Source: an optimization exercise on an open RTL-to-GDS flow (aim: small area, a short achievable clock period and few clock cycles per item). Production flows keep margins and buffers that such runs may drop.
Where RTL was checked, it was by simulation tests only, not by an equivalence proof against the original.
Function not checked in runs 6 and 7: the RTL went through the layout flow alone.
Power is estimated from default activity; no workload was simulated.

==> design.v <==
`timescale 1ns/1ps
module huff_enc_top (
    input  logic        clk,
    input  logic        n_rst,
    input  logic        i_tbl_we,
    input  logic [7:0]  i_tbl_addr,
    input  logic [15:0] i_tbl_code,
    input  logic [4:0]  i_tbl_len,
    input  logic        i_start,
    input  logic        i_wait,
    input  logic [1:0]  i_comp,
    input  logic [31:0] i_data,
    output logic        o_valid,
    output logic [7:0]  o_data,
    output logic        o_done
);
    logic [16:0] dc_tab  [0:8];
    logic [16:0] ac_tab  [0:23];    
    logic [16:0] eob_tab;
    logic [16:0] wval;
    always_comb begin
        for (int i = 0; i < 17; i++) begin
            wval[i] = ((i_tbl_len == 5'(i)) ||
                       ((i < 16) && (i_tbl_len > 5'(i)) && i_tbl_code[i % 16]));
        end
    end
    always_ff @(posedge clk) begin
        if (n_rst && i_tbl_we) begin
            for (int c = 0; c < 9; c++)
                if (i_tbl_addr == 8'(c)) dc_tab[c] <= wval;
            for (int r = 0; r < 3; r++)
                for (int s = 1; s <= 8; s++)
                    if (i_tbl_addr == 8'(8'h40 | (r << 4) | s)) ac_tab[8*r + s - 1] <= wval;
            if (i_tbl_addr == 8'h80) eob_tab <= wval;
        end
    end
    logic               busy;
    logic               start;
    logic [7:0]         pred [0:2];
    logic [7:0]         psel;
    logic [8:0]         dsel;
    logic [7:0]         damp;
    logic [8:0]         achi  [1:3];
    logic [8:1]         acsz  [1:3];
    logic [7:0]         acamp [1:3];
    logic [3:1]         nz;
    assign start = i_start && !busy && !i_wait;
    always_comb begin
        case (i_comp)
            2'd0:    psel = pred[0];
            2'd1:    psel = pred[1];
            2'd2:    psel = pred[2];
            default: psel = '0;
        endcase
        for (int k = 1; k < 4; k++) begin
            achi[k][8] = 1'b0;
            for (int b = 7; b >= 0; b--)
                achi[k][b] = |((i_data[8*k +: 8] ^ {8{i_data[8*k + 7]}}) & (8'hff << b)) |
                             (i_data[8*k + 7] && ((i_data[8*k +: 8] & ((8'd1 << b) - 8'd1)) == 8'd0));
            nz[k] = achi[k][0];
            for (int sz = 1; sz < 9; sz++) acsz[k][sz] = achi[k][sz-1] & !achi[k][sz];
            for (int b = 0; b < 8; b++)
                acamp[k][b] = (i_data[8*k + b] ^ (i_data[8*k + 7] &&
                               ((i_data[8*k +: 8] & ((8'd1 << b) - 8'd1)) == 8'd0))) & achi[k][b];
        end
    end
    huff_dc_cat u_dc (
        .i_v    (i_data[7:0]),
        .i_p    (psel),
        .o_sel  (dsel),
        .o_amp  (damp)
    );
    always_ff @(posedge clk) begin
        if (!n_rst) begin
            pred[0] <= '0;
            pred[1] <= '0;
            pred[2] <= '0;
        end else if (start) begin
            if (i_comp == 2'd0) pred[0] <= i_data[7:0];
            if (i_comp == 2'd1) pred[1] <= i_data[7:0];
            if (i_comp == 2'd2) pred[2] <= i_data[7:0];
        end
    end
    logic [24:0] fs_dc;
    always_comb begin
        fs_dc = 25'(damp);
        for (int c = 0; c < 9; c++)
            if (dsel[c]) fs_dc = fs_dc | (25'(dc_tab[c]) << c);
    end
    logic [2:0]  rem;           
    logic [2:0]  rem_next;
    logic        nxt2, nxt3, nxte;
    logic [23:0] asel;          
    logic        esel;
    logic [7:0]  s_amp;
    logic [24:0] fs_ac;
    always_comb begin
        nxt2 = rem[0];
        nxt3 = !rem[0] && rem[1];
        nxte = !rem[0] && !rem[1] && rem[2];
        for (int sz = 1; sz < 9; sz++) begin
            if (!busy) begin
                asel[sz - 1]      = acsz[1][sz];
                asel[8 + sz - 1]  = !nz[1] && acsz[2][sz];
                asel[16 + sz - 1] = !nz[1] && !nz[2] && acsz[3][sz];
            end else begin
                asel[sz - 1]      = (nxt2 && acsz[2][sz]) || (nxt3 && nz[2] && acsz[3][sz]);
                asel[8 + sz - 1]  = nxt3 && !nz[2] && acsz[3][sz];
                asel[16 + sz - 1] = 1'b0;
            end
        end
        if (!busy) begin
            esel     = !nz[1] && !nz[2] && !nz[3];
            s_amp    = acamp[1] | (nz[1] ? 8'h00 : (acamp[2] | (nz[2] ? 8'h00 : acamp[3])));
            if (nz[1])      rem_next = {!nz[3], nz[3], nz[2]};
            else if (nz[2]) rem_next = {!nz[3], nz[3], 1'b0};
            else            rem_next = 3'b000;
        end else begin
            esel     = nxte;
            s_amp    = (nxt2 ? acamp[2] : 8'h00) | (nxt3 ? acamp[3] : 8'h00);
            rem_next = nxt2 ? {rem[2:1], 1'b0} : 3'b000;
            if (nxt3) rem_next = {rem[2], 2'b00};
        end
        fs_ac = 25'(s_amp);
        for (int e = 0; e < 24; e++)
            if (asel[e]) fs_ac = fs_ac | (25'(ac_tab[e]) << (e % 8 + 1));
        if (esel) fs_ac = fs_ac | 25'(eob_tab);
    end
    logic [24:0] a_q, p_q;
    logic [25:0] ga, gp;
    logic [24:0] oha, ohp;
    logic [7:0]  galo;
    logic [2:0]  nalo;
    logic [4:0]  np;
    logic [7:0]  a_l8, p_l8, amask, pmask;
    logic [8:0]  pbeyond_v;
    logic [7:0]  p_sh, pm_sh;
    logic        pbeyond;
    logic        ge8, more, pempty;
    logic [31:0] w, x;
    logic [32:0] gx;
    logic [31:0] ohx;
    logic [24:0] x_drop, a_d;
    logic        emit, fin, emit_y;
    logic [7:0]  validm;
    always_comb begin
        ga[25] = 1'b0;
        gp[25] = 1'b0;
        for (int i = 24; i >= 0; i--) begin
            ga[i] = |(a_q & (25'h1ffffff << i));
            gp[i] = |(p_q & (25'h1ffffff << i));
        end
        for (int i = 0; i < 25; i++) begin
            oha[i] = a_q[i] & !ga[i+1];
            ohp[i] = p_q[i] & !gp[i+1];
        end
        a_l8 = '0;
        p_l8 = '0;
        for (int k = 0; k < 8; k++)
            for (int j = 1; j < 25; j++)
                if (j - 8 + k >= 0) begin
                    a_l8[k] = a_l8[k] | (oha[j] & a_q[(j - 8 + k) % 25]);
                    p_l8[k] = p_l8[k] | (ohp[j] & p_q[(j - 8 + k) % 25]);
                end
        for (int k = 0; k < 8; k++) begin
            amask[k] = ga[8 - k];
            pmask[k] = gp[8 - k];
        end
        pbeyond_v = gp[9:1];
        galo[7] = a_q[7];
        for (int i = 6; i >= 0; i--) galo[i] = |(a_q[7:0] & (8'hff << i));
        nalo = '0;
        for (int i = 0; i < 8; i++)
            if (galo[i] && !((i < 7) ? galo[(i + 1) % 8] : 1'b0)) nalo = nalo | 3'(i);
        np = '0;
        for (int i = 0; i < 25; i++)
            if (ohp[i]) np = np | 5'(i);
        p_sh    = p_l8 >> nalo;
        pm_sh   = pmask >> nalo;
        pbeyond = pbeyond_v[8 - nalo];
        ge8    = ga[8];
        more   = (rem != 3'b000);
        pempty = !gp[1];
        validm = amask | pm_sh;
        emit_y = validm[0];
        if (ge8) begin
            emit = 1'b1;
            fin  = !ga[9] && pempty && !more;
        end else begin
            emit = emit_y || !more;
            fin  = !more && !pbeyond;
        end
        w = (32'(a_q[7:0]) << np) | 32'(p_q & ~ohp);
        x = ge8 ? 32'(a_q) : w;
        gx[32] = 1'b0;
        for (int i = 31; i >= 0; i--) gx[i] = |(x & (32'hffffffff << i));
        for (int i = 0; i < 32; i++) ohx[i] = x[i] & !gx[i+1];
        for (int j = 0; j < 25; j++)
            x_drop[j] = (x[j] & ((j + 9 < 33) ? gx[(j + 9) % 33] : 1'b0)) |
                        ((j + 8 < 32) ? ohx[(j + 8) % 32] : 1'b0);
        a_d = (ge8 || emit_y) ? x_drop : x[24:0];
    end
    huff_out_gate u_gate (
        .i_busy  (busy),
        .i_wait  (i_wait),
        .i_emit  (emit),
        .i_fin   (fin),
        .o_valid (o_valid),
        .o_done  (o_done)
    );
    assign o_data  = ge8 ? a_l8 : ((a_l8 | p_sh) | (more ? 8'h00 : ~validm));
    always_ff @(posedge clk) begin
        if (!n_rst) begin
            busy <= 1'b0;
        end else if (start) begin
            busy <= 1'b1;
        end else if (busy && !i_wait && fin) begin
            busy <= 1'b0;
        end
    end
    always_ff @(posedge clk) begin
        if (start) begin
            a_q <= fs_dc;
            p_q <= fs_ac;
            rem <= rem_next;
        end else if (busy && !i_wait) begin
            a_q <= a_d;
            if (!ge8) begin
                p_q <= more ? fs_ac : 25'd1;
                rem <= rem_next;
            end
        end
    end
endmodule
module huff_out_gate (
    input  logic i_busy,
    input  logic i_wait,
    input  logic i_emit,
    input  logic i_fin,
    output logic o_valid,
    output logic o_done
);
    assign o_valid = i_busy && !i_wait && i_emit;
    assign o_done  = i_busy && !i_wait && i_fin;
endmodule
module huff_dc_cat (
    input  logic [7:0] i_v,
    input  logic [7:0] i_p,
    output logic [8:0] o_sel,
    output logic [7:0] o_amp
);
    logic [8:0] sum, sm1, u;
    logic [8:0] thm;
    always_comb begin
        sum = {i_v[7], i_v} - {i_p[7], i_p};
        sm1 = {i_v[7], i_v} + ~{i_p[7], i_p};
        u = sum[8] ? ~sm1 : sum;
        thm[8] = 1'b0;
        for (int b = 7; b >= 0; b--) thm[b] = |(u[7:0] & (8'hff << b));
        for (int b = 0; b < 8; b++) o_amp[b] = (sum[8] ? sm1[b] : sum[b]) & thm[b];
        o_sel[0] = !thm[0];
        for (int c = 1; c < 9; c++) o_sel[c] = thm[c-1] & !thm[c];
    end
endmodule
==> flow/run.sh <==
#!/bin/bash
# Standard ORFS layout (the standard.sh) with stronger timing repair:
# a larger setup repair target, sizing not limited to same-footprint cells,
# and plain buffers on the ports instead of delay buffers.
set -euo pipefail
bash standard.sh finish \
  SETUP_SLACK_MARGIN=5.7 \
  MATCH_CELL_FOOTPRINT=0 \
  "BUFFER_PORTS_ARGS=-buffer_cell sky130_fd_sc_hd__buf_4" \
  > standard_flow.log 2>&1
==> standard.sh <==
#!/bin/bash
# synth_recipe.tcl (not shown) runs the flow's synth.tcl, then flattens the netlist and writes it again
# the make line also repeats each setting of config.mk as NAME=value (left out here)
make -C /OpenROAD-flow-scripts/flow DESIGN_CONFIG=/design/flow/config.mk WORK_HOME=/design/flow/orfs CLKGATE_MAP_FILE= SYNTH_SCRIPT=/design/flow/synth_recipe.tcl "${@:-finish}"
==> config.mk <==
export PLATFORM = sky130hd
export DESIGN_NAME = huff_enc_top
export DESIGN_NICKNAME = huff_enc_top
export VERILOG_FILES = /design/flow/design.v
export SDC_FILE = /design/flow/constraint.sdc
export NUM_CORES = 4
export LEC_CHECK = 0
export ABC_AREA = 1
export CAP_MARGIN = 20
export CORE_MARGIN = 2
export CORE_UTILIZATION = 55
export SLEW_MARGIN = 20
export SYNTH_HIERARCHICAL = 1
==> constraint.sdc <==
create_clock -name core_clock -period 12.0 [get_ports {clk}]
set_input_delay 2.4000 -clock core_clock [delete_from_list [all_inputs] [get_ports {clk}]]
set_output_delay 2.4000 -clock core_clock [all_outputs]
set_load 0.01 [all_outputs]
==> impl_metrics.json, run 1 <==
{
  "status": "finished clean",
  "hp-start": "pred[0][7]$_SDFFE_PN0P_",
  "cp_top_family": "simple AND/OR/NAND/NOR gates",
  "tightest_slew_ns": 1.06,
  "grtUsageTotal_pct": 37.7,
  "clkLatencyLatePin_ns": 0.62,
  "grt_pass1_wl_um": 169000,
  "finalClockSkew_ns": 0.0561,
  "peakVddDrop_uv": 143,
  "rrSetupSlack_ns": 7.11,
  "vias": 27470,
  "syn_nets": 3380,
  "ant_nets": 0,
  "cts_buffer_depth": 3,
  "r2r-end": "a_q[4]$_DFFE_PP_",
  "placementRows": 89,
  "wl_per_cell_um": 27.1,
  "grt_pass1_vias": 25926,
  "cts_tree": "yes",
  "fmax_mhz": 161,
  "ios": 78,
  "hold_depth": 2,
  "final-seq-area_sq_mm": 0.0194,
  "clk_pin_slew_ns": 0.07,
  "yosys.area.top_type": "edfxtp_1",
  "worst_setup_path_start_kind": "register",
  "synthFlopType": "edfxtp_1",
  "min_path_type": "register to register",
  "crit_type": "register to output port",
  "via_per_inst": 6.40,
  "start_util_pct": 55.5,
  "synth_cell_types": 73,
  "path_cells": "inv_1 -> nand3_1 -> nand3b_4 -> inv_1 -> nand2_1 -> a21oi_1 -> nor3_1 -> nand3_1 -> nand2_1 -> inv_1 -> o21ai_0 -> nor2_1 -> a21oi_1 -> o21ai_0 -> buf_4",
  "fp.coreArea_sq_mm": 0.0590,
  "die_w_um": 248,
  "r2r_cells": 20,
  "drtIter0Drc": 3658,
  "hold_viol_final": 0,
  "dieArea_sq_mm": 0.0616,
  "synthArstFlopShare_pct": 0,
  "numClockSinks": 656,
  "drt_wl_total_um": 116000,
  "fin_setup_tns_ns": 0,
  "finalCriticalPeriod_ns": 6.21,
  "busiest_layer": "met2",
  "fillers": 4900,
  "htreeDepth": 3,
  "grt_start_max_net_pins": 35,
  "path_buf_inv": 4,
  "slew_viol_final": 0,
  "diodes": 0,
  "synth_edf_count": 631,
  "setup_viol": 0,
  "max_stage_delay_ns": 0.64,
  "use_met2_pct": 62.2,
  "maxSlewHeadroom_pct": 28.9,
  "antenna_found_initial": 5,
  "netlist_instances": 3297,
  "cap_viol_max_count": 0,
  "yosysTopAreaCellShare_pct": 57.8,
  "syn_area_per_cell_sq_um": 9.94,
  "placed_area_sq_mm": 0.0345,
  "crit_top_cell": "inv_1",
  "seq_area_frac_synth_pct": 59.3,
  "drive_above_1_share_pct": 14.1,
  "synth_area_leaders": "edfxtp_1, nand2_1, inv_1",
  "multi_input_area_sq_mm": 0.0118,
  "cp.arrival_ns": 3.81,
  "postLayoutCellArea_sq_mm": 0.0372,
  "dp_hpwl_um": 77600,
  "grt-ovfl-total": 0,
  "syn_to_final_growth_pct": 13.4,
  "end_kind": "output port",
  "whs_endpoint": "pred[0][7]$_SDFFE_PN0P_",
  "routabilityCongestion": 1.12,
  "met3_usage_pct": 7.21,
  "clockRootBuffer": "clkbuf_16",
  "synth_area_sq_mm": 0.0328,
  "cp.required_ns": 9.60,
  "ys_ff_latch": 656,
  "cp_max_fo": 8,
  "final_nets": 3548,
  "rsz0062_at_grt": "no",
  "first_pass_iters": 9,
  "r2r-start": "p_q[8]$_DFFE_PP_",
  "power_leakage_nw": 13.7,
  "numPortBuffers": 77,
  "powerDensity_mw_per_mm2": 144,
  "place_inst": 4117,
  "stdcell_count": 4289,
  "die_h_um": 248,
  "ys_warn_count": 14,
  "drc": 0,
  "numCtsBuffers": 69,
  "period_share_pct": 51.7,
  "use_met1_pct": 48.1,
  "cp_slowest_cell": "edfxtp_1"
}
Yosys cell counts, drive strengths merged (6+ instances only):
master	count
inv	330
clkbuf	54
o21ai	142
xor2	12
nand4	70
o221ai	15
dfxtp	25
a22oi	32
nand3b	8
a22o	52
o22ai	57
a2111oi	6
xnor2	6
a31oi	15
nand3	257
nor3	42
a221oi	66
ha	13
nand2	795
clkinv	13
edfxtp	631
buf	47
a21oi	137
o211ai	15
nor2	354
o2111ai	15
nor4	14
or2	8
a211oi	22
layout by cell type (no fill, tap or decap), types with 52 or more instances in the layout:
cell / count
a21oi_1: 133
a221oi_1: 65
a22o_1: 52
buf_4: 195
clkbuf_16: 70
edfxtp_1: 631
inv_1: 305
nand2_1: 753
nand3_1: 229
nand4_1: 68
nor2_1: 292
o21ai_0: 118
o22ai_1: 57
Yosys stat by module (local to each module, per instance):
module         flip-flops and latches  area (sq um)
huff_dc_cat                         0          1200
huff_out_gate                       0          22.5
huff_enc_top                      656         31600
cell type report:
class	instances	area share (%)
Multi-Input combinational cell	2198	31.6
Inverter	343	3.52
Clock buffer	79	4.81
Sequential cell	656	52.3
Timing Repair Buffer	197	4.07
Tap cell	773	2.60
Clock inverter	43	1.01
worst max path at each step:
stage	startpoint	cells past startpoint	slack [ns]	end
detailed placement	i_comp[0]	22	4.96	a_q[9]$_DFFE_PP_
finish	p_q[8]$_DFFE_PP_	15	5.79	o_data[5]
global route	p_q[17]$_DFFE_PP_	16	5.69	o_data[0]
floorplan	i_comp[1]	24	6.46	a_q[7]$_DFFE_PP_
global placement	i_comp[0]	23	5.08	a_q[4]$_DFFE_PP_
CTS	a_q[1]$_DFFE_PP_	15	5.68	o_done
state kept, by name (all words and copies together), names as in the netlist:
name and count:
dc_tab 153, eob_tab 17, p_q 25, pred 24
ac_tab 408, busy 1, rem 3, a_q 25
kinds of logic after synthesis:
family,share of synthesized area (%)
and+or+nand+nor,21.6
DFF,59.3
AOI/OAI and AO/OA,12.4
buffers and inverters,5.54
xor gates and xnor gates,0.481
adders and majority gates,0.618
what timing repair did:
action	4_1_cts	5_1_grt
pin swaps	3	4
gates cloned	0	1
setup endpoints to repair	15	12
resized for setup	16	17
hold buffers	0	0
buffers inserted	19	30
per-layer routing:
metal,vias to the layer above,wire (um)
met5,-,31
met4,6,6250
met3,367,13100
met2,1894,54900
met1,13086,42100
li1,12117,-
report_power, final:
part	internal (mW)	switching, mW	total (mW)
Clock	1.16	0.889	2.05
Combinational	0.210	0.504	0.714
Sequential	2.55	0.0356	2.58
worst reg2reg max path: stages (launching register included):
cell      delay (ns)
edfxtp_1        0.64
inv_1           0.32
nand3_1         0.24
nand3b_4        0.20
nor2_2          0.06
nand2_2         0.09
nand2_1         0.11
nor2_2          0.72
clkinv_2        0.51
nand3_2         0.22
nand2_1         0.07
nand2_1         0.06
nand2_1         0.10
a21oi_2         0.31
nand3_1         0.22
nor2_4          0.20
nand2_1         0.13
o21ai_1         0.17
nand3_1         0.16
nand2_1         0.09
inv_1           0.04
metrics by stage:
step | util, % | worst slack (ns) | hold slack, ns | power, mW
after floorplan | - | 6.46 | 0.455 | 3.03
after global placement | 58.3 | 5.08 | 0.467 | 3.29
after detailed placement | 58.4 | 4.96 | 0.476 | 3.30
after CTS | 62.4 | 5.68 | 0.488 | 5.32
after global routing | 63.0 | 5.69 | 0.508 | 5.49
final | 63.0 | 5.79 | 0.487 | 5.35
Testbench counts, summed over its fixed seeds: cycles 9,294, blocks 2,400.
==> inputs of run 2 (changes only) <==
--- a/flow/run.sh
+++ b/flow/run.sh
@@ -6,3 +6,3 @@
 bash standard.sh finish \
-  SETUP_SLACK_MARGIN=5.7 \
+  SETUP_SLACK_MARGIN=6.3 \
   MATCH_CELL_FOOTPRINT=0 \
==> run 2 against run 1 <==
Effect of this change: global-route usage increased by 0.56 points; critical path depth increased by 4; via count increased by 3.5%; highest routed layer unchanged; hold slack got worse by 0.0017 ns; largest cell class unchanged.
==> impl_metrics.json, run 2 <==
{
  "ios": 78,
  "hp-start": "pred[0][7]$_SDFFE_PN0P_",
  "crit_top_cell": "nor2_4",
  "r2r-start": "p_q[22]$_DFFE_PP_",
  "crit_type": "register to output port",
  "max_stage_delay_ns": 0.47,
  "grtUsageTotal_pct": 38.2,
  "p_sw_mw": 1.47,
  "power_mw": 5.45,
  "layout_commonest_cell": "nand2_1",
  "grt_pass1_wl_um": 172000,
  "final_nets": 3710,
  "numCtsBuffers": 69,
  "fillers": 4660,
  "wl_per_cell_um": 27.0,
  "largest_register_ffs": 408,
  "mostFrequentLayoutCells": "nand2_1, edfxtp_1, buf_4",
  "synth_cell_types": 73,
  "drc": 0,
  "period_share_pct": 48.6,
  "syn_area_per_cell_sq_um": 9.94,
  "cp-endpoint": "o_data[5]",
  "r2r-end": "a_q[4]$_DFFE_PP_",
  "final-seq-area_sq_mm": 0.0194,
  "tightest_slew_ns": 1.04,
  "top_register": "ac_tab",
  "die_h_um": 248,
  "clkPwrFrac_pct": 37.7,
  "fp.coreArea_sq_mm": 0.0590,
  "netlist_instances": 3297,
  "maxSlewHeadroom_pct": 30.5,
  "numPortBuffers": 77,
  "clockRootBuffer": "clkbuf_16",
  "fmax_mhz": 172,
  "placementRows": 89,
  "met3_usage_pct": 7.89,
  "fin_setup_tns_ns": 0,
  "drtIter0Drc": 3778,
  "yosysTopAreaCellShare_pct": 57.8,
  "first_pass_iters": 6,
  "synth_area_sq_mm": 0.0328,
  "status": "finished clean",
  "cp_max_fo": 4,
  "die_w_um": 248,
  "ys_ff_latch": 656,
  "yosysMostFrequentCell": "nand2_1",
  "vias": 28419,
  "use_met2_pct": 63.3,
  "hold_buffers": 0,
  "cp.required_ns": 9.60,
  "diodes": 0,
  "clkLatencyLatePin_ns": 0.63,
  "rrSetupSlack_ns": 7.24,
  "slew_viol_final": 0,
  "cap_viol_max_count": 0,
  "numClockSinks": 656,
  "start_util_pct": 55.5,
  "synthArstFlopShare_pct": 0,
  "grt_pass1_vias": 26404,
  "min_path_type": "register to register",
  "synth_area_leaders": "edfxtp_1, nand2_1, inv_1",
  "peakVddDrop_uv": 142,
  "busiest_layer": "met2",
  "ant_nets": 0,
  "grt_start_max_net_pins": 35,
  "cp.arrival_ns": 3.43,
  "finalCriticalPeriod_ns": 5.83,
  "setup_viol": 0,
  "clk_pin_slew_ns": 0.06,
  "use_met1_pct": 48.2,
  "powerDensity_mw_per_mm2": 138,
  "cts_tree": "yes",
  "dp_hpwl_um": 77600,
  "path_cells": "inv_2 -> nand4_1 -> nor2_2 -> inv_1 -> nor2_4 -> nand3_2 -> nor2_4 -> buf_12 -> nand2_8 -> nor2_4 -> nand2_4 -> nor2_4 -> nand3_1 -> o2111ai_2 -> nor4_2 -> o21ai_1 -> nor3_2 -> o21ai_1 -> buf_4",
  "finalClockSkew_ns": 0.0555,
  "startpoint": "a_q[20]$_DFFE_PP_",
  "hold_depth": 2,
  "p_int_mw": 3.98,
  "antenna_found_initial": 6,
  "r2r_cells": 24,
  "yosys-top-cells-count": "nand2_1, edfxtp_1, inv_1",
  "dieArea_sq_mm": 0.0616,
  "rsz0062_at_grt": "yes",
  "worst_setup_path_start_kind": "register",
  "drive_above_1_share_pct": 22.0,
  "routabilityCongestion": 1.12,
  "htreeDepth": 3,
  "syn_to_final_growth_pct": 20.1,
  "drt_wl_total_um": 120000,
  "cts_buffer_depth": 3,
  "ys_warn_count": 14,
  "syn_nets": 3380,
  "synthFlopType": "edfxtp_1",
  "synth_edf_count": 631,
  "multi_input_area_sq_mm": 0.0125,
  "p_seq_share_pct": 47.3,
  "pwr-share-comb_pct": 15.0,
  "top_regs": "ac_tab x408, dc_tab x153",
  "yosys.area.top_type": "edfxtp_1",
  "seq_area_frac_synth_pct": 59.3,
  "power_leakage_nw": 14.6,
  "cp_slowest_cell": "edfxtp_1",
  "hold_viol_final": 0,
  "switching_share_pct": 27.0,
  "via_per_inst": 6.38,
  "grt-ovfl-total": 0,
  "end_kind": "output port"
}
run 2: cell counts after synthesis:
No cell type changed its count.
run 2: cell families (layout without fill, tap and decap cells):
family | after synthesis | in the layout | synth area share, %
adders and majority gates | 15 | 15 | 0.618
DFF | 656 | 656 | 59.3
and+or+nand+nor | 1555 | 1557 | 21.6
AOI/OAI and AO/OA | 609 | 609 | 12.4
xor gates and xnor gates | 18 | 18 | 0.481
buffers and inverters | 444 | 823 | 5.54
run 2: stage by stage:
step | util [%] | worst slack (ns) | area [sq um] | hold WS (ns) | instances
floorplan | - | 6.46 | 32800 | 0.455 | 3297
global placement | 58.3 | 5.08 | 34400 | 0.467 | 4116
detailed placement | 58.4 | 4.96 | 34500 | 0.476 | 4117
CTS | 63.9 | 6.22 | 37700 | 0.488 | 4325
global route | 66.7 | 6.09 | 39400 | 0.508 | 4451
finish | 66.7 | 6.17 | 39400 | 0.485 | 4451
run 2: final cells by class:
cell class                      instances  area share, %
Timing Repair inverter                  1         0.0127
Timing Repair Buffer                  357           7.33
Inverter                              343           3.46
Tap cell                              773           2.46
Sequential cell                       656           49.4
Clock buffer                           79           4.54
Multi-Input combinational cell       2199           31.8
Clock inverter                         43          0.954
run 2: worst min-delay path by stage:
stage                                   end  slack (ns)
floorplan           pred[0][0]$_SDFFE_PN0P_        0.46
global placement    pred[0][1]$_SDFFE_PN0P_        0.47
detailed placement  pred[0][1]$_SDFFE_PN0P_        0.48
CTS                 pred[0][1]$_SDFFE_PN0P_        0.49
global route        pred[0][1]$_SDFFE_PN0P_        0.51
finish              pred[0][7]$_SDFFE_PN0P_        0.49
run 2: repair_timing:
action | in CTS | in global routing
setup endpoints to repair | 37 | 45
pin swaps | 23 | 81
buffers inserted | 85 | 124
gates cloned | 1 | 2
gates resized for setup | 111 | 178
run 2: power by group through the flow:
stage | Clock (mW) | Combinational (mW) | Sequential [mW]
after floorplan | 0 | 0.422 | 2.61
after global placement | 0 | 0.654 | 2.64
after detailed placement | 0 | 0.660 | 2.64
after CTS | 2.06 | 0.721 | 2.57
after global routing | 2.15 | 0.868 | 2.57
final | 2.05 | 0.817 | 2.57
run 2: critical path, delay by kind of cell, from the launching register on:
kind,cells,cell delay [ns]
AOI/OAI and AO/OA,3,0.40
buffers and inverters,4,0.50
DFF,1,0.47
and+or+nand+nor,12,1.41
run 2: per-module statistics from Yosys, one instance, submodules excluded:
| module | times used | cells inside | cell area (sq um) | flops+latches |
|---|---|---|---|---|
| huff_enc_top | 1 | 3076 | 31600 | 656 |
| huff_dc_cat | 1 | 215 | 1200 | 0 |
| huff_out_gate | 1 | 6 | 22.5 | 0 |
run 2: routing by layer:
metal	wire length [um]	up-vias
li1	-	12440
met1	43300	13556
met2	56900	1982
met3	13100	431
met4	6850	10
met5	57	-
==> inputs of run 3 (changes only) <==
--- a/flow/run.sh
+++ b/flow/run.sh
@@ -6,3 +6,3 @@
 bash standard.sh finish \
-  SETUP_SLACK_MARGIN=6.3 \
+  SETUP_SLACK_MARGIN=6.5 \
   MATCH_CELL_FOOTPRINT=0 \
==> run 3 against run 2 <==
Effect of this change: still clean on timing, DRC and antenna; clock skew is 0.013 ns lower; synthesized cell count stayed put; wire length is 1.2% lower; total power is 0.81% higher; sequential power hardly changed; clock power is 3% higher; worst setup slack better by 0.13 ns; via count is 0.41% lower; critical endpoint is now o_data[1].
==> impl_metrics.json, run 3 <==
{
  "top_register": "ac_tab",
  "syn_nets": 3380,
  "drc": 0,
  "synthArstFlopShare_pct": 0,
  "r2r_cells": 23,
  "hp-start": "pred[0][5]$_SDFFE_PN0P_",
  "grtUsageTotal_pct": 38.1,
  "syn_area_per_cell_sq_um": 9.94,
  "grt-ovfl-total": 0,
  "synth_cell_types": 73,
  "layout_commonest_cell": "nand2_1",
  "finalClockSkew_ns": 0.0421,
  "ant_nets": 0,
  "grt_start_max_net_pins": 35,
  "fp.coreArea_sq_mm": 0.0590,
  "power_mw": 5.49,
  "die_w_um": 248,
  "r2r-end": "a_q[4]$_DFFE_PP_",
  "start_util_pct": 55.5,
  "wl_met2_um": 56300,
  "antenna_found_initial": 3,
  "top_layer_used": "met5",
  "clk_pin_slew_ns": 0.06,
  "synth_area_sq_mm": 0.0328,
  "tightest_slew_ns": 1.11,
  "min_path_type": "register to register",
  "syn_to_final_growth_pct": 20.4,
  "crit_type": "register to output port",
  "end_kind": "output port",
  "cts_tree": "yes",
  "cap_viol_max_count": 0,
  "wl_met1_um": 42400,
  "slew_viol_final": 0,
  "peakVddDrop_uv": 176,
  "fin_setup_tns_ns": 0,
  "cts_buffer_depth": 3,
  "powerDensity_mw_per_mm2": 139,
  "clockRootBuffer": "clkbuf_16",
  "ys_ff_latch": 656,
  "ios": 78,
  "final_nets": 3689,
  "drive_above_1_share_pct": 22.4,
  "ys_warn_count": 14,
  "status": "finished clean",
  "mostFrequentLayoutCells": "nand2_1, edfxtp_1, buf_4",
  "fmax_mhz": 175,
  "cp.arrival_ns": 3.30,
  "route.met3.wl_um": 12600,
  "numCtsBuffers": 69,
  "synth_edf_count": 631,
  "via_per_inst": 6.39,
  "routabilityCongestion": 0.987,
  "whs_endpoint": "pred[0][5]$_SDFFE_PN0P_",
  "vias": 28302,
  "yosysTopAreaCellShare_pct": 57.8,
  "grt_pass1_wl_um": 171000,
  "netlist_instances": 3297,
  "rsz0062_at_grt": "yes",
  "hold_buffers": 0,
  "cp.required_ns": 9.60,
  "synthFlopType": "edfxtp_1",
  "top_regs": "ac_tab x408, dc_tab x153",
  "hold_depth": 2,
  "first_pass_iters": 6,
  "dp_hpwl_um": 76600,
  "dieArea_sq_mm": 0.0616,
  "rrSetupSlack_ns": 7.43,
  "seq_area_frac_synth_pct": 59.3,
  "numPortBuffers": 77,
  "yosys-top-cells-count": "nand2_1, edfxtp_1, inv_1",
  "hold_viol_final": 0,
  "finalCriticalPeriod_ns": 5.70,
  "yosysMostFrequentCell": "nand2_1",
  "largest_register_ffs": 408,
  "cp_max_fo": 6,
  "htreeDepth": 3,
  "maxSlewHeadroom_pct": 25.7,
  "r2r-start": "p_q[14]$_DFFE_PP_",
  "worst_setup_path_start_kind": "register",
  "die_h_um": 248,
  "wl_per_cell_um": 26.8,
  "placementRows": 89,
  "synth_area_leaders": "edfxtp_1, nand2_1, inv_1",
  "numClockSinks": 656,
  "clkLatencyLatePin_ns": 0.64,
  "drtIter0Drc": 3828,
  "hold_slack_ns": 0.485,
  "yosys.area.top_type": "edfxtp_1",
  "setup_viol": 0,
  "period_share_pct": 47.5,
  "drt_wl_total_um": 119000,
  "power_leakage_nw": 14.5,
  "grt_pass1_vias": 26810
}
==> run 3: cell counts after synthesis <==
Identical to the previous run, type by type.
==> run 3: worst max-delay path by stage <==
stage | startpoint | cells past startpoint | slack (ns) | endpoint
floorplan | i_comp[1] | 26 | 6.51 | a_q[4]$_DFFE_PP_
global placement | i_comp[0] | 23 | 5.13 | a_q[4]$_DFFE_PP_
global route | p_q[24]$_DFFE_PP_ | 19 | 6.14 | o_data[1]
CTS | a_q[2]$_DFFE_PP_ | 17 | 6.36 | o_done
finish | p_q[24]$_DFFE_PP_ | 19 | 6.30 | o_data[1]
detailed placement | i_comp[0] | 21 | 4.94 | a_q[15]$_DFFE_PP_
==> run 3: worst max-delay path, stage by stage, from the launching register on <==
cell and delay, ns:
edfxtp_1 0.45, nor2_4 0.10, buf_4 0.15, nand2_4 0.08
nor2_4 0.06, a21oi_2 0.13, o211ai_1 0.15, a211oi_4 0.26
nand4_1 0.18, a21oi_1 0.17, nand2_1 0.11, nor3_4 0.17
nand2_1 0.12, nand2_1 0.08, nor2_1 0.04, nor2_1 0.09
o21ai_1 0.08, nand2_1 0.08, nand2_2 0.06, buf_6 0.14
==> run 3: power by group <==
group	switching, mW	total, mW	internal [mW]
combinational	0.545	0.806	0.262
sequential	0.0293	2.57	2.55
clock	0.888	2.11	1.22
total	1.46	5.49	4.03
==> run 3: per-layer routing <==
metal / up-vias / global-route usage [%]
met3: 438 / 6.58
met5: - / 0
met1: 13551 / 48.1
met4: 4 / 20.5
met2: 1917 / 63.0
li1: 12392 / -
==> run 3: area by class of cell <==
| class | count | area [sq um] |
|---|---|---|
| well taps | 773 | 967 |
| clock buffers | 84 | 1830 |
| diodes | 1 | 2.50 |
| inverters | 343 | 1370 |
| fillers | 4624 | 19600 |
| flip-flops and latches | 656 | 19400 |
| multi-input cells | 2199 | 12800 |
| clock inverters | 35 | 407 |
| repair buffers | 337 | 2670 |
==> run 3: through the flow <==
stage / setup WS, ns / util, % / area [sq um] / cells
floorplan: 6.51 / - / 32800 / 3297
global placement: 5.13 / 58.4 / 34500 / 4119
detailed placement: 4.94 / 58.4 / 34500 / 4120
CTS: 6.36 / 65.0 / 38400 / 4363
global route: 6.14 / 66.9 / 39500 / 4428
finish: 6.30 / 66.9 / 39500 / 4428
==> run 3: what timing repair did <==
action | CTS | global route
setup buffers | 122 | 64
endpoints found under the setup margin | 39 | 47
pin swaps | 65 | 62
gates resized for setup | 194 | 135
cloned | 2 | 0
==> run 3: Yosys stat by module, one instance, submodules excluded <==
| module | copies in the design | flip-flops and latches | cells | cell area, sq um |
|---|---|---|---|---|
| huff_out_gate | 1 | 0 | 6 | 22.5 |
| huff_dc_cat | 1 | 0 | 215 | 1200 |
| huff_enc_top | 1 | 656 | 3076 | 31600 |
==> run 3: kinds of logic (layout without fill, tap and decap cells) <==
family	after synthesis	count (layout)	share of synthesized area, %
AO/OA/AOI/OAI	609	609	12.4
XOR/XNOR	18	18	0.481
flip-flops	656	656	59.3
adder cells (fa/ha/maj)	15	15	0.618
buffers and inverters	444	799	5.54
other	0	1	0
AND/OR/NAND/NOR	1555	1557	21.6
==> inputs of run 4 (changes only) <==
--- a/config.mk
+++ b/config.mk
@@ -11,2 +11,4 @@
 export CORE_UTILIZATION = 55
+export CTS_CLUSTER_DIAMETER = 150
+export CTS_CLUSTER_SIZE = 25
 export SLEW_MARGIN = 20
==> run 4 against run 3 <==
Effect of this change: still clean on timing, DRC and antenna; final area shrank 4.1%; maximum frequency down 1.7%; count of clock-buffer cells in the layout fell by 41; die area unchanged; clock skew is 0.010 ns lower; sequential power barely moved; flip-flop and latch count unchanged; wire length is 1.4% lower; register-to-register slack worse by 0.04 ns.
==> impl_metrics.json, run 4 <==
{
  "clockRootBuffer": "clkbuf_16",
  "mostFrequentLayoutCells": "nand2_1, edfxtp_1, buf_4",
  "cp_max_fo": 4,
  "syn_area_per_cell_sq_um": 9.94,
  "drive_above_1_share_pct": 20.2,
  "fillers": 4809,
  "drtIter0Drc": 3803,
  "switching_share_pct": 27.5,
  "synth_edf_count": 631,
  "crit_type": "register to output port",
  "met3_usage_pct": 5.77,
  "finalCriticalPeriod_ns": 5.80,
  "largest_register_ffs": 408,
  "clk_pin_slew_ns": 0.10,
  "worst_setup_path_start_kind": "register",
  "synthFlopType": "edfxtp_1",
  "timing.final.ws_setup_ns": 6.20,
  "stdcell_count": 4341,
  "yosys-top-cells-count": "nand2_1, edfxtp_1, inv_1",
  "period_share_pct": 48.3,
  "yosysMostFrequentCell": "nand2_1",
  "slew_viol_final": 0,
  "p_seq_share_pct": 56.7,
  "drt_wl_total_um": 117000,
  "numCtsBuffers": 30,
  "finalClockSkew_ns": 0.0317,
  "ios": 78,
  "grt_pass1_vias": 26359,
  "tightest_slew_ns": 1.02,
  "dieArea_sq_mm": 0.0616,
  "layout_commonest_cell": "nand2_1",
  "ys_ff_latch": 656,
  "cp.arrival_ns": 3.40,
  "use_met2_pct": 62.6,
  "maxSlewHeadroom_pct": 32.2,
  "pre_cts_ws_ns": 4.94,
  "ys_warn_count": 14,
  "routabilityCongestion": 0.987,
  "numPortBuffers": 77,
  "cts_tree": "yes",
  "grtUsageTotal_pct": 37.5,
  "fin_setup_tns_ns": 0,
  "powerDensity_mw_per_mm2": 120,
  "grt_pass1_wl_um": 169000,
  "pwr-share-comb_pct": 17.6,
  "wl_per_cell_um": 27.0,
  "final_nets": 3639,
  "top_register": "ac_tab",
  "fmax_mhz": 173,
  "hold_buffers": 0,
  "numClockSinks": 656,
  "die_h_um": 248,
  "synthArstFlopShare_pct": 0,
  "clkLatencyLatePin_ns": 0.64,
  "rrSetupSlack_ns": 7.39,
  "min_path_type": "register to register",
  "top_regs": "ac_tab x408, dc_tab x153",
  "setup_viol": 0,
  "first_pass_iters": 6,
  "placementRows": 89,
  "power_leakage_nw": 13.8,
  "p_sw_mw": 1.25,
  "end_kind": "output port",
  "grt_start_max_net_pins": 35,
  "dp_hpwl_um": 76600,
  "htreeDepth": 1,
  "start_util_pct": 55.5,
  "cts_buffer_depth": 3,
  "place_inst": 4120,
  "die_w_um": 248,
  "vias": 27794,
  "synth_area_leaders": "edfxtp_1, nand2_1, inv_1",
  "diodes": 0,
  "hold_viol_final": 0,
  "fp.coreArea_sq_mm": 0.0590,
  "busiest_layer": "met2",
  "cap_viol_max_count": 0,
  "synth_area_sq_mm": 0.0328,
  "grt-ovfl-total": 0,
  "clkPwrFrac_pct": 25.7,
  "p_int_mw": 3.28,
  "status": "finished clean",
  "cp.required_ns": 9.60,
  "yosys.area.top_type": "edfxtp_1",
  "ant_nets": 0,
  "yosysTopAreaCellShare_pct": 57.8,
  "seq_area_frac_synth_pct": 59.3,
  "synth_cell_types": 73,
  "netlist_instances": 3297,
  "via_per_inst": 6.40,
  "drc": 0,
  "peakVddDrop_uv": 141,
  "antenna_found_initial": 3,
  "syn_to_final_growth_pct": 15.4,
  "use_met1_pct": 47.7,
  "syn_nets": 3380,
  "rsz0062_at_grt": "yes"
}
[run 4: per-module statistics from Yosys (local to each module, per instance)]
module	cell area, sq um	cells	flip-flops and latches
huff_enc_top	31600	3076	656
huff_dc_cat	1200	215	0
huff_out_gate	22.5	6	0
[run 4: final timing paths]
check | start | endpoint | cells past startpoint
worst max register to register | p_q[22]$_DFFE_PP_ | a_q[4]$_DFFE_PP_ | 25
worst min-delay path | pred[0][5]$_SDFFE_PN0P_ | pred[0][5]$_SDFFE_PN0P_ | 2
worst max-delay path | p_q[20]$_DFFE_PP_ | o_data[0] | 17
worst min register to register | pred[0][5]$_SDFFE_PN0P_ | pred[0][5]$_SDFFE_PN0P_ | 2
[run 4: cell families after synthesis]
logic type / synth area share (%)
DFF: 59.3
AOI/OAI and AO/OA: 12.4
xor gates and xnor gates: 0.481
and+or+nand+nor: 21.6
adders and majority gates: 0.618
buffers and inverters: 5.54
[run 4: layout make-up]
type	count	area, sq um	share of cell area, %
clock buffers	43	831	2.20
inverters	343	1370	3.62
flip-flops and latches	656	19400	51.4
repair inverters	1	7.51	0.0198
well taps	773	967	2.56
multi-input cells	2199	12600	33.3
clock inverters	1	20.0	0.0529
repair buffers	325	2580	6.81
[run 4: metrics by stage]
step / power [mW] / utilization [%] / hold WS, ns / instance area [sq um]
CTS: 4.47 / 62.7 / 0.496 / 37000
global route: 4.65 / 64.1 / 0.528 / 37800
global placement: 3.28 / 58.4 / 0.470 / 34500
finish: 4.53 / 64.1 / 0.495 / 37800
detailed placement: 3.29 / 58.4 / 0.476 / 34500
floorplan: 3.03 / - / 0.455 / 32800
[run 4: layer usage]
metal | vias to the layer above | routed length (um)
met5 | - | 35
li1 | 12252 | -
met4 | 6 | 7090
met1 | 13265 | 42100
met3 | 395 | 11900
met2 | 1876 | 56000
[run 4: power by group through the flow]
| stage | Clock, mW | Combinational [mW] | Sequential, mW |
|---|---|---|---|
| finish | 1.16 | 0.797 | 2.57 |
| global route | 1.24 | 0.846 | 2.57 |
| CTS | 1.16 | 0.741 | 2.57 |
| detailed placement | 0 | 0.653 | 2.63 |
| floorplan | 0 | 0.422 | 2.61 |
| global placement | 0 | 0.648 | 2.63 |
[run 4: timing repair]
| item | 4_1_cts | 5_1_grt |
|---|---|---|
| buffers inserted | 120 | 54 |
| setup endpoints to repair | 39 | 45 |
| hold endpoints to repair | 0 | 0 |
| gates cloned | 2 | 1 |
| pin swaps | 68 | 51 |
| gates resized for setup | 196 | 100 |
[run 4: critical path: stages, from the launching register on]
cell	delay (ns)
edfxtp_1	0.49
nor2_2	0.20
buf_4	0.14
nand3_2	0.08
nor2_1	0.25
nand3_4	0.14
buf_4	0.17
o221ai_1	0.28
nor3_2	0.09
buf_4	0.17
nand4_1	0.13
nand3_1	0.13
o21ai_2	0.10
nand2_1	0.09
nand2_1	0.09
nand2_1	0.05
nand2_1	0.08
buf_6	0.11
==> inputs of run 5 (changes only) <==
--- a/flow/run.sh
+++ b/flow/run.sh
@@ -8,3 +8,3 @@
   MATCH_CELL_FOOTPRINT=0 \
-  "BUFFER_PORTS_ARGS=-buffer_cell sky130_fd_sc_hd__buf_4" \
+  "BUFFER_PORTS_ARGS=-buffer_cell sky130_fd_sc_hd__buf_2" \
   > standard_flow.log 2>&1
--- a/config.mk
+++ b/config.mk
@@ -10,5 +10,3 @@
 export CORE_MARGIN = 2
-export CORE_UTILIZATION = 55
-export CTS_CLUSTER_DIAMETER = 150
-export CTS_CLUSTER_SIZE = 25
+export CORE_UTILIZATION = 65
 export SLEW_MARGIN = 20
==> run 5 against run 4 <==
Effect of this change: first-iteration DRC count is 73% higher; synthesized cell count is the same; largest cell class unchanged; highest routed layer unchanged; largest power group unchanged; cell count down 0.39%; hold slack better by 0.0026 ns; utilization grew 14 points; sequential share of layout area down 1.6 points; worst setup slack got worse by 0.034 ns; non-clock buffer count up 5; critical endpoint is now p_q[8]$_DFFE_PP_.
==> impl_metrics.json, run 5 <==
{
  "via_per_inst": 7.18,
  "placementRows": 82,
  "clockRootBuffer": "clkbuf_16",
  "rsz0062_at_grt": "yes",
  "dp_hpwl_um": 75900,
  "power_mw": 5.48,
  "first_pass_iters": 7,
  "place_inst": 4015,
  "yosysMostFrequentCell": "nand2_1",
  "grtUsageTotal_pct": 48.2,
  "netlist_instances": 3297,
  "busiest_layer": "met2",
  "grt_start_max_net_pins": 35,
  "met3_usage_pct": 14.7,
  "finalClockSkew_ns": 0.0739,
  "ys_warn_count": 14,
  "synth_area_leaders": "edfxtp_1, nand2_1, inv_1",
  "syn_area_per_cell_sq_um": 9.94,
  "final-seq-area_sq_mm": 0.0194,
  "die_w_um": 229,
  "htreeDepth": 2,
  "vias": 31063,
  "fin_setup_tns_ns": 0,
  "largest_register_ffs": 408,
  "status": "finished clean",
  "cts_tree": "yes",
  "drt_wl_total_um": 133000,
  "powerDensity_mw_per_mm2": 140,
  "yosys-top-cells-count": "nand2_1, edfxtp_1, inv_1",
  "clk_pin_slew_ns": 0.06,
  "use_met1_pct": 57.7,
  "fmax_mhz": 171,
  "syn_to_final_growth_pct": 19.2,
  "ant_nets": 0,
  "crit_type": "input pin to register",
  "synth_cell_types": 73,
  "tightest_slew_ns": 1.26,
  "cap_viol_max_count": 0,
  "max_stage_delay_ns": 0.75,
  "cts_buffer_depth": 3,
  "drc": 0,
  "wl_per_cell_um": 30.7,
  "multi_input_area_sq_mm": 0.0128,
  "yosysTopAreaCellShare_pct": 57.8,
  "finalCriticalPeriod_ns": 5.83,
  "period_share_pct": 48.6,
  "numPortBuffers": 77,
  "hold_viol_final": 0,
  "worst_setup_path_start_kind": "input pin",
  "min_path_type": "register to register",
  "drive_above_1_share_pct": 22.2,
  "die_h_um": 229,
  "drtIter0Drc": 6587,
  "routabilityCongestion": 1.01,
  "use_met2_pct": 74.6,
  "setup_viol": 0,
  "slew_viol_final": 0,
  "numCtsBuffers": 61,
  "seq_area_frac_synth_pct": 59.3,
  "grt_pass1_vias": 29145,
  "stdcell_count": 4324,
  "start_util_pct": 65.6,
  "peakVddDrop_uv": 190,
  "power_leakage_nw": 14.4,
  "ios": 78,
  "top_regs": "ac_tab x408, dc_tab x153",
  "antenna_found_initial": 8,
  "synth_edf_count": 631,
  "synth_area_sq_mm": 0.0328,
  "cp_max_fo": 17,
  "grt-ovfl-total": 0,
  "numClockSinks": 656,
  "maxSlewHeadroom_pct": 16.1,
  "fillers": 2891,
  "cp.required_ns": 12.41,
  "synthFlopType": "edfxtp_1",
  "ys_ff_latch": 656,
  "layout_commonest_cell": "nand2_1",
  "fp.coreArea_sq_mm": 0.0500,
  "cp_slowest_cell": "nor2_1",
  "hold_slack_ns": 0.497,
  "grt_pass1_wl_um": 186000,
  "end_kind": "register",
  "syn_nets": 3380,
  "yosys.area.top_type": "edfxtp_1",
  "dieArea_sq_mm": 0.0522,
  "final_nets": 3676,
  "mostFrequentLayoutCells": "nand2_1, edfxtp_1, inv_1",
  "clkLatencyLatePin_ns": 0.68,
  "cp.arrival_ns": 6.25,
  "path_cells": "clkbuf_4 -> nand3_1 -> or2_2 -> nor2_2 -> inv_1 -> nor2_4 -> inv_1 -> nand2_1 -> inv_1 -> nor2_1 -> nand2_1 -> o221ai_2 -> buf_4 -> nand2_1 -> nand4_1 -> nor2_1 -> a21oi_2",
  "synthArstFlopShare_pct": 0,
  "top_register": "ac_tab"
}
[run 5: cell families after synthesis]
logic type,after synthesis,synth area share [%]
adder cells (fa/ha/maj),15,0.618
XOR/XNOR,18,0.481
AND/OR/NAND/NOR,1555,21.6
flip-flops,656,59.3
buffers and inverters,444,5.54
AO/OA/AOI/OAI,609,12.4
[run 5: per-stage QoR]
stage               setup WS (ns)  utilization (%)  cell area (sq um)
finish                       6.17             78.2              39100
global route                 6.07             78.1              39000
CTS                          6.28             75.6              37800
detailed placement           5.04             68.2              34100
global placement             5.14             68.2              34100
floorplan                    6.51                -              32800
[run 5: final timing paths]
path,from,to,slack (ns),cells after the start
max,i_data[31],p_q[8]$_DFFE_PP_,6.17,17
min,pred[2][5]$_SDFFE_PN0P_,pred[2][5]$_SDFFE_PN0P_,0.50,2
max reg2reg,p_q[19]$_DFFE_PP_,a_q[6]$_DFFE_PP_,7.35,22
min reg2reg,pred[2][5]$_SDFFE_PN0P_,pred[2][5]$_SDFFE_PN0P_,0.50,2
[run 5: per-layer routing]
metal | part of all wire (%) | routed length, um
met1 | 30 | 40300
met2 | 44 | 57800
met3 | 16 | 21100
met4 | 10 | 13300
met5 | 0.087 | 115
[run 5: cell type report]
| type | count | share of cell area, % |
|---|---|---|
| diodes | 9 | 0.0577 |
| clock buffers | 71 | 4.06 |
| clock inverters | 42 | 1.19 |
| inverters | 343 | 3.53 |
| multi-input cells | 2201 | 32.8 |
| flip-flops and latches | 656 | 49.8 |
| well taps | 672 | 2.15 |
| repair buffers | 330 | 6.40 |
[run 5: Yosys stat by module (local to each module, per instance)]
| module | times used | flops+latches | area (sq um) | cells inside |
|---|---|---|---|---|
| huff_out_gate | 1 | 0 | 22.5 | 6 |
| huff_dc_cat | 1 | 0 | 1200 | 215 |
| huff_enc_top | 1 | 656 | 31600 | 3076 |
[run 5: repair_timing]
| item | 4_1_cts | 5_1_grt |
|---|---|---|
| gates resized for setup | 187 | 165 |
| setup endpoints to repair | 51 | 48 |
| pin swaps | 47 | 83 |
| hold buffers | 0 | 0 |
| setup buffers | 115 | 67 |
| gates cloned | 2 | 2 |
[run 5: worst max-delay path, delay by kind of cell]
family,cells,cell delay (ns)
and+or+nand+nor,10,2.50
AOI/OAI and AO/OA,2,0.51
buffers and inverters,5,0.81
[run 5: report_power, final]
group | switching, mW | leakage [nW] | internal, mW
logic | 0.597 | 7.85 | 0.258
clock network | 0.913 | 0.992 | 1.14
registers | 0.0271 | 5.56 | 2.54
total | 1.54 | 14.4 | 3.94
==> inputs of run 6 (changes only) <==
--- a/design.v
+++ b/design.v
@@ -195,3 +195,3 @@
         gx[32] = 1'b0;
-        for (int i = 31; i >= 0; i--) gx[i] = |(x & (32'hffffffff << i));
+        for (int i = 31; i >= 0; i--) gx[i] = gx[i+1] | x[i];
         for (int i = 0; i < 32; i++) ohx[i] = x[i] & !gx[i+1];
--- a/flow/run.sh
+++ b/flow/run.sh
@@ -8,3 +8,3 @@
   MATCH_CELL_FOOTPRINT=0 \
-  "BUFFER_PORTS_ARGS=-buffer_cell sky130_fd_sc_hd__buf_2" \
+  "BUFFER_PORTS_ARGS=-buffer_cell sky130_fd_sc_hd__buf_4" \
   > standard_flow.log 2>&1
--- a/config.mk
+++ b/config.mk
@@ -10,3 +10,3 @@
 export CORE_MARGIN = 2
-export CORE_UTILIZATION = 65
+export CORE_UTILIZATION = 55
 export SLEW_MARGIN = 20
==> run 6 against run 5 <==
Effect of this change: highest routed layer unchanged; register-to-register slack gained 0.28 ns; combinational power shrank 8.3%; first-iteration DRC count shrank 43%; maximum frequency shrank 0.19%; critical endpoint is now o_done; critical path depth grew 2; area after synthesis shrank 2.2%.
==> impl_metrics.json, run 6 <==
{
  "top_regs": "ac_tab x408, dc_tab x153",
  "die_h_um": 245,
  "syn_nets": 3172,
  "stdcell_count": 4211,
  "numClockSinks": 656,
  "synth_xor_area_share_pct": 0.492,
  "worst_setup_path_start_kind": "register",
  "fillers": 4270,
  "synth_compound_area_share_pct": 14.2,
  "yosys.area.top_type": "edfxtp_1",
  "cts_tree": "yes",
  "clockRootBuffer": "clkbuf_16",
  "postLayoutCellArea_sq_mm": 0.0389,
  "drive_above_1_share_pct": 23.1,
  "cp.required_ns": 9.60,
  "layout_commonest_cell": "edfxtp_1",
  "setup_viol": 0,
  "wl_per_cell_um": 26.9,
  "synthSimpleGateAreaFrac_pct": 18.4,
  "yosys-top-cells-count": "edfxtp_1, nand2_1, inv_1",
  "mostFrequentLayoutCells": "edfxtp_1, nand2_1, buf_4",
  "syn_area_per_cell_sq_um": 10.4,
  "grt_pass1_vias": 25841,
  "rsz0062_at_grt": "yes",
  "ios": 78,
  "ant_nets": 0,
  "dieArea_sq_mm": 0.0602,
  "power_leakage_nw": 14.3,
  "yosysTopAreaCellShare_pct": 59.1,
  "cp_slowest_cell": "edfxtp_1",
  "path_buf_inv": 5,
  "routabilityCongestion": 0.969,
  "synthFlopType": "edfxtp_1",
  "post-route-util_pct": 67.5,
  "cts_buffer_depth": 3,
  "numCtsBuffers": 67,
  "syn_to_final_growth_pct": 21.5,
  "drtIter0Drc": 3771,
  "first_pass_iters": 7,
  "end_kind": "output port",
  "place_inst": 3905,
  "yosysMostFrequentCell": "edfxtp_1",
  "placed_area_sq_mm": 0.0338,
  "ys_ff_latch": 656,
  "crit_type": "register to output port",
  "power_mw": 5.42,
  "synth-adder-area-share_pct": 0.633,
  "netlist_instances": 3089,
  "drt_wl_total_um": 113000,
  "cp.arrival_ns": 3.44,
  "synth_area_sq_mm": 0.0320,
  "placementRows": 88,
  "grt_pass1_wl_um": 166000,
  "dp_hpwl_um": 72200,
  "htreeDepth": 3,
  "synth_top_family_by_area": "simple AND/OR/NAND/NOR gates",
  "tightest_slew_ns": 1.20,
  "peakVddDrop_uv": 142,
  "grtUsageTotal_pct": 37.2,
  "synth_area_leaders": "edfxtp_1, nand2_1, inv_1",
  "min_path_type": "register to register",
  "fp.coreArea_sq_mm": 0.0577,
  "top_register": "ac_tab",
  "synthArstFlopShare_pct": 0,
  "grt_start_max_net_pins": 38,
  "ys_warn_count": 14,
  "cap_viol_max_count": 0,
  "fin_setup_tns_ns": 0,
  "cp_top_family": "simple AND/OR/NAND/NOR gates",
  "final-seq-area_sq_mm": 0.0194,
  "yosys-mux-area-fraction_pct": 0.0625,
  "fmax_mhz": 171,
  "slew_viol_final": 0,
  "finalCriticalPeriod_ns": 5.84,
  "die_w_um": 245,
  "clk_pin_slew_ns": 0.06,
  "start_util_pct": 55.5,
  "grt-ovfl-total": 0,
  "cp_max_fo": 3,
  "seq_area_frac_synth_pct": 60.7,
  "hold_viol_final": 0,
  "drc": 0,
  "via_per_inst": 6.48,
  "maxSlewHeadroom_pct": 20.1,
  "antenna_found_initial": 7,
  "vias": 27270,
  "clkLatencyLatePin_ns": 0.63,
  "final_nets": 3476,
  "status": "finished clean",
  "max_stage_delay_ns": 0.52,
  "synth_edf_count": 631,
  "crit_top_cell": "nor2_4",
  "path_cells": "nor2_4 -> inv_4 -> nor2_4 -> inv_2 -> nor2_4 -> nand2_2 -> a21oi_2 -> nand2_2 -> nand3_4 -> inv_4 -> ha_4 -> xnor2_4 -> a31oi_1 -> o21ai_1 -> nand3_1 -> a211oi_4 -> inv_1 -> nor2_2 -> buf_4",
  "numPortBuffers": 77,
  "powerDensity_mw_per_mm2": 139,
  "largest_register_ffs": 408,
  "finalClockSkew_ns": 0.0339,
  "synth_cell_types": 66,
  "multi_input_area_sq_mm": 0.0123,
  "period_share_pct": 48.7
}
-- run 6: cell types whose count changed after synthesis, moves of 12 or more --
cell	change
a22o_1	+39
o221ai_1	+12
nand3_1	-46
nand4_1	-13
a21oi_1	-26
o22ai_1	+16
nand2_1	-146
a2111oi_0	+12
-- run 6: final timing paths --
path,end,start,cells after the start,slack [ns]
max,o_done,a_q[6]$_DFFE_PP_,19,6.16
min,pred[2][4]$_SDFFE_PN0P_,pred[2][4]$_SDFFE_PN0P_,2,0.50
max reg2reg,a_q[3]$_DFFE_PP_,p_q[23]$_DFFE_PP_,22,7.63
min reg2reg,pred[2][4]$_SDFFE_PN0P_,pred[2][4]$_SDFFE_PN0P_,2,0.50
-- run 6: what timing repair did --
item	in CTS	in global routing
setup endpoints to repair	43	48
hold buffers	0	0
cloned	5	1
resized for setup	233	135
setup buffers	116	61
pin swaps	62	53
-- run 6: worst min-delay path, delay by kind of cell, from the launching register on --
kind	cells	cell delay, ns
AND/OR/NAND/NOR	2	0.14
flip-flops	1	0.31
-- run 6: per-module statistics from Yosys (local to each module, per instance) --
module	cell area, sq um	flops+latches	copies in the design	cells inside
huff_enc_top	30800	656	1	2868
huff_dc_cat	1200	0	1	215
huff_out_gate	22.5	0	1	6
-- run 6: per-stage QoR --
| stage | hold slack (ns) | setup slack (ns) |
|---|---|---|
| floorplan | 0.455 | 6.38 |
| global placement | 0.472 | 4.98 |
| detailed placement | 0.483 | 4.78 |
| CTS | 0.494 | 6.24 |
| global route | 0.519 | 6.03 |
| finish | 0.496 | 6.16 |
-- run 6: layout make-up --
class | count | area share [%]
well taps | 765 | 2.46
inverters | 340 | 3.54
clock buffers | 77 | 4.46
flip-flops and latches | 656 | 50.0
repair inverters | 1 | 0.0193
clock inverters | 42 | 1.10
diodes | 3 | 0.0193
repair buffers | 323 | 6.81
multi-input cells | 2004 | 31.6
-- run 6: power by group --
part	internal [mW]	leakage (nW)	switching, mW
combinational	0.259	7.65	0.525
sequential	2.55	5.57	0.0310
clock	1.16	1.04	0.900
-- run 6: cell families after synthesis --
family | count (synthesis)
AND/OR/NAND/NOR | 1312
flip-flops | 656
AO/OA/AOI/OAI | 653
buffers and inverters | 433
XOR/XNOR | 18
adder cells (fa/ha/maj) | 15
multiplexers | 2
-- run 6: per-layer routing --
layer | track usage (%) | wire length, um | vias up | share of wire [%]
met1 | 49.5 | 42200 | 13205 | 37
met2 | 59.7 | 53100 | 1836 | 47
met4 | 18.3 | 6370 | 8 | 5.6
met3 | 6.12 | 11700 | 359 | 10
li1 | - | - | 11862 | -
met5 | 0 | 52 | - | 0.046
==> inputs of run 7 (changes only) <==
--- a/flow/run.sh
+++ b/flow/run.sh
@@ -6,3 +6,3 @@
 bash standard.sh finish \
-  SETUP_SLACK_MARGIN=6.5 \
+  SETUP_SLACK_MARGIN=6.1 \
   MATCH_CELL_FOOTPRINT=0 \
==> run 7 against run 6 <==
Effect of this change: still clean on timing, DRC and antenna; area after synthesis is the same; utilization fell by 1.3 points; wire length fell by 1.1%; die area unchanged; largest power group unchanged; highest routed layer unchanged.
==> impl_metrics.json, run 7 <==
{
  "crit_type": "register to output port",
  "ios": 78,
  "ys_ff_latch": 656,
  "yosysTopAreaCellShare_pct": 59.1,
  "grt_start_max_net_pins": 38,
  "ant_nets": 0,
  "cp.required_ns": 9.60,
  "finalClockSkew_ns": 0.0323,
  "synth_edf_count": 631,
  "clkLatencyLatePin_ns": 0.63,
  "synthArstFlopShare_pct": 0,
  "finalCriticalPeriod_ns": 6.00,
  "synthFlopType": "edfxtp_1",
  "grt_pass1_vias": 25590,
  "powerDensity_mw_per_mm2": 145,
  "cts_tree": "yes",
  "rsz0062_at_grt": "yes",
  "cts_buffer_depth": 3,
  "fmax_mhz": 167,
  "antenna_found_initial": 2,
  "multi_input_area_sq_mm": 0.0119,
  "timing.final.ws_setup_ns": 6.00,
  "drt_wl_total_um": 112000,
  "wl_per_cell_um": 27.0,
  "fillers": 4417,
  "cp.arrival_ns": 3.60,
  "vias": 26787,
  "end_kind": "output port",
  "power_mw": 5.53,
  "seq_area_frac_synth_pct": 60.7,
  "drtIter0Drc": 3577,
  "largest_register_ffs": 408,
  "synth_cell_types": 66,
  "cp_max_fo": 3,
  "final-seq-area_sq_mm": 0.0194,
  "top_regs": "ac_tab x408, dc_tab x153",
  "dp_hpwl_um": 72800,
  "peakVddDrop_uv": 157,
  "fp.coreArea_sq_mm": 0.0577,
  "hold_slack_ns": 0.499,
  "numClockSinks": 656,
  "die_h_um": 245,
  "pre_cts_ws_ns": 4.76,
  "final_nets": 3422,
  "drive_above_1_share_pct": 20.7,
  "die_w_um": 245,
  "cap_viol_max_count": 0,
  "via_per_inst": 6.45,
  "period_share_pct": 50.0,
  "start_util_pct": 55.5,
  "grtUsageTotal_pct": 36.8,
  "yosysMostFrequentCell": "edfxtp_1",
  "syn_to_final_growth_pct": 19.1,
  "drc": 0,
  "first_pass_iters": 6,
  "power_leakage_nw": 13.9,
  "hold_viol_final": 0,
  "top_register": "ac_tab",
  "min_path_type": "register to register",
  "synth_area_leaders": "edfxtp_1, nand2_1, inv_1",
  "numCtsBuffers": 68,
  "yosys.area.top_type": "edfxtp_1",
  "mostFrequentLayoutCells": "edfxtp_1, nand2_1, inv_1",
  "fin_setup_tns_ns": 0,
  "setup_viol": 0,
  "status": "finished clean",
  "netlist_instances": 3089,
  "maxSlewHeadroom_pct": 22.6,
  "htreeDepth": 3,
  "slew_viol_final": 0,
  "synth_area_sq_mm": 0.0320,
  "dieArea_sq_mm": 0.0602,
  "yosys-top-cells-count": "edfxtp_1, nand2_1, inv_1",
  "worst_setup_path_start_kind": "register",
  "syn_area_per_cell_sq_um": 10.4,
  "post-route-util_pct": 66.1,
  "grt-ovfl-total": 0,
  "grt_pass1_wl_um": 163000,
  "numPortBuffers": 77,
  "clk_pin_slew_ns": 0.06,
  "placementRows": 88,
  "hold_buffers": 0,
  "ys_warn_count": 14,
  "routabilityCongestion": 0.999,
  "tightest_slew_ns": 1.16,
  "clockRootBuffer": "clkbuf_16",
  "syn_nets": 3172,
  "layout_commonest_cell": "edfxtp_1"
}
run 7: area by class of cell:
class	instances	share of cell area, %
clock buffers	78	4.56
clock inverters	42	1.64
well taps	765	2.51
repair buffers	273	5.73
diodes	2	0.0131
inverters	340	3.47
multi-input cells	2000	31.1
flip-flops and latches	656	51.0
run 7: final timing paths:
check        cells past startpoint                    start  slack, ns                      end
max                             19         a_q[7]$_DFFE_PP_       6.00                   o_done
min                              2  pred[0][0]$_SDFFE_PN0P_       0.50  pred[0][0]$_SDFFE_PN0P_
max reg2reg                      9        busy$_SDFFE_PN0P_       7.59         p_q[9]$_DFFE_PP_
min reg2reg                      2  pred[0][0]$_SDFFE_PN0P_       0.50  pred[0][0]$_SDFFE_PN0P_
run 7: repair_timing:
item                                    4_1_cts  5_1_grt
endpoints found under the setup margin       34       29
pin swaps                                    22       59
setup buffers                                59       74
resized for setup                           102      182
run 7: routing by layer:
layer / global-route usage [%] / vias to the layer above / routed length, um
met1: 49.5 / 13014 / 42100
met2: 59.8 / 1732 / 53300
met5: 0 / - / 11
met3: 5.59 / 318 / 11300
met4: 15.7 / 2 / 5520
li1: - / 11721 / -
run 7: cell families (layout without fill, tap and decap cells):
family | after synthesis | count (layout) | share of synthesized area (%)
muxes | 2 | 2 | 0.0625
adders and majority gates | 15 | 15 | 0.633
and+or+nand+nor | 1312 | 1312 | 18.4
other | 0 | 2 | 0
buffers and inverters | 433 | 733 | 5.48
AOI/OAI and AO/OA | 653 | 653 | 14.2
DFF | 656 | 656 | 60.7
xor gates and xnor gates | 18 | 18 | 0.492
run 7: metrics by stage:
stage	cell area [sq um]	std cells
finish	38200	4156
global route	38200	4155
CTS	36900	4079
detailed placement	33700	3900
global placement	33700	3899
floorplan	32000	3089
run 7: worst max-delay path, stage by stage (launching register included):
cell      delay, ns
edfxtp_1       0.53
nor2_4         0.21
inv_4          0.06
nor2_4         0.09
inv_2          0.05
nor2_4         0.11
nand2_2        0.09
a21oi_2        0.17
nand2_2        0.10
nand3_4        0.08
inv_1          0.10
ha_4           0.19
xnor2_4        0.16
a31oi_1        0.06
o21ai_1        0.10
nand3_1        0.14
a211oi_4       0.36
inv_2          0.08
nor2_4         0.15
buf_4          0.14
run 7: power breakdown:
group          internal, mW  leakage (nW)  switching [mW]  total (mW)
Sequential             2.55          5.57          0.0312        2.58
Clock                  1.30          1.12           0.913        2.21
Combinational         0.236          7.21           0.507       0.744
run 7: per-module statistics from Yosys, one instance, submodules excluded:
module / area [sq um] / cells inside / copies in the design / flip-flops and latches
huff_out_gate: 22.5 / 6 / 1 / 0
huff_enc_top: 30800 / 2868 / 1 / 656
huff_dc_cat: 1200 / 215 / 1 / 0

[what the ideal ports hide]
No port has a modelled driver above. Below, the same layouts with a new extraction and two added sets of constraints.
Step 1 sets driving cells, clkbuf_16 on the clock port and buf_2 on the other inputs (assumed; they add their load-dependent delay and slew).
Step 2 moves the port delays by t, midway between the first and last clock arrival at a register: inputs arrive t later, outputs are due t later. That takes back most of the time a late clock gives input paths.
Three values: ideal ports, drivers, drivers and shift; two values: the first two.
run	shift t [ns]	setup slack, ns	worst data-port slew with drivers (ns)
run 1	0.662	5.794 / 5.728 / 5.208	0.18
run 2	0.666	6.173 / 6.106 / 5.720	0.17
run 3	0.683	6.300 / 6.233 / 5.898	0.20
run 4	0.682	6.203 / 6.143 / 5.885	0.19
run 5	0.704	6.169 / 6.089 / 5.385	0.18
run 6	0.673	6.158 / 6.096 / 5.818	0.13
run 7	0.675	6.002 / 5.940 / 5.605	0.12
After both steps setup and hold are still met in every run listed. For run 5, which loses most, drivers alone change the setup slack by -0.080 ns; drivers and shift together by -0.784 ns.
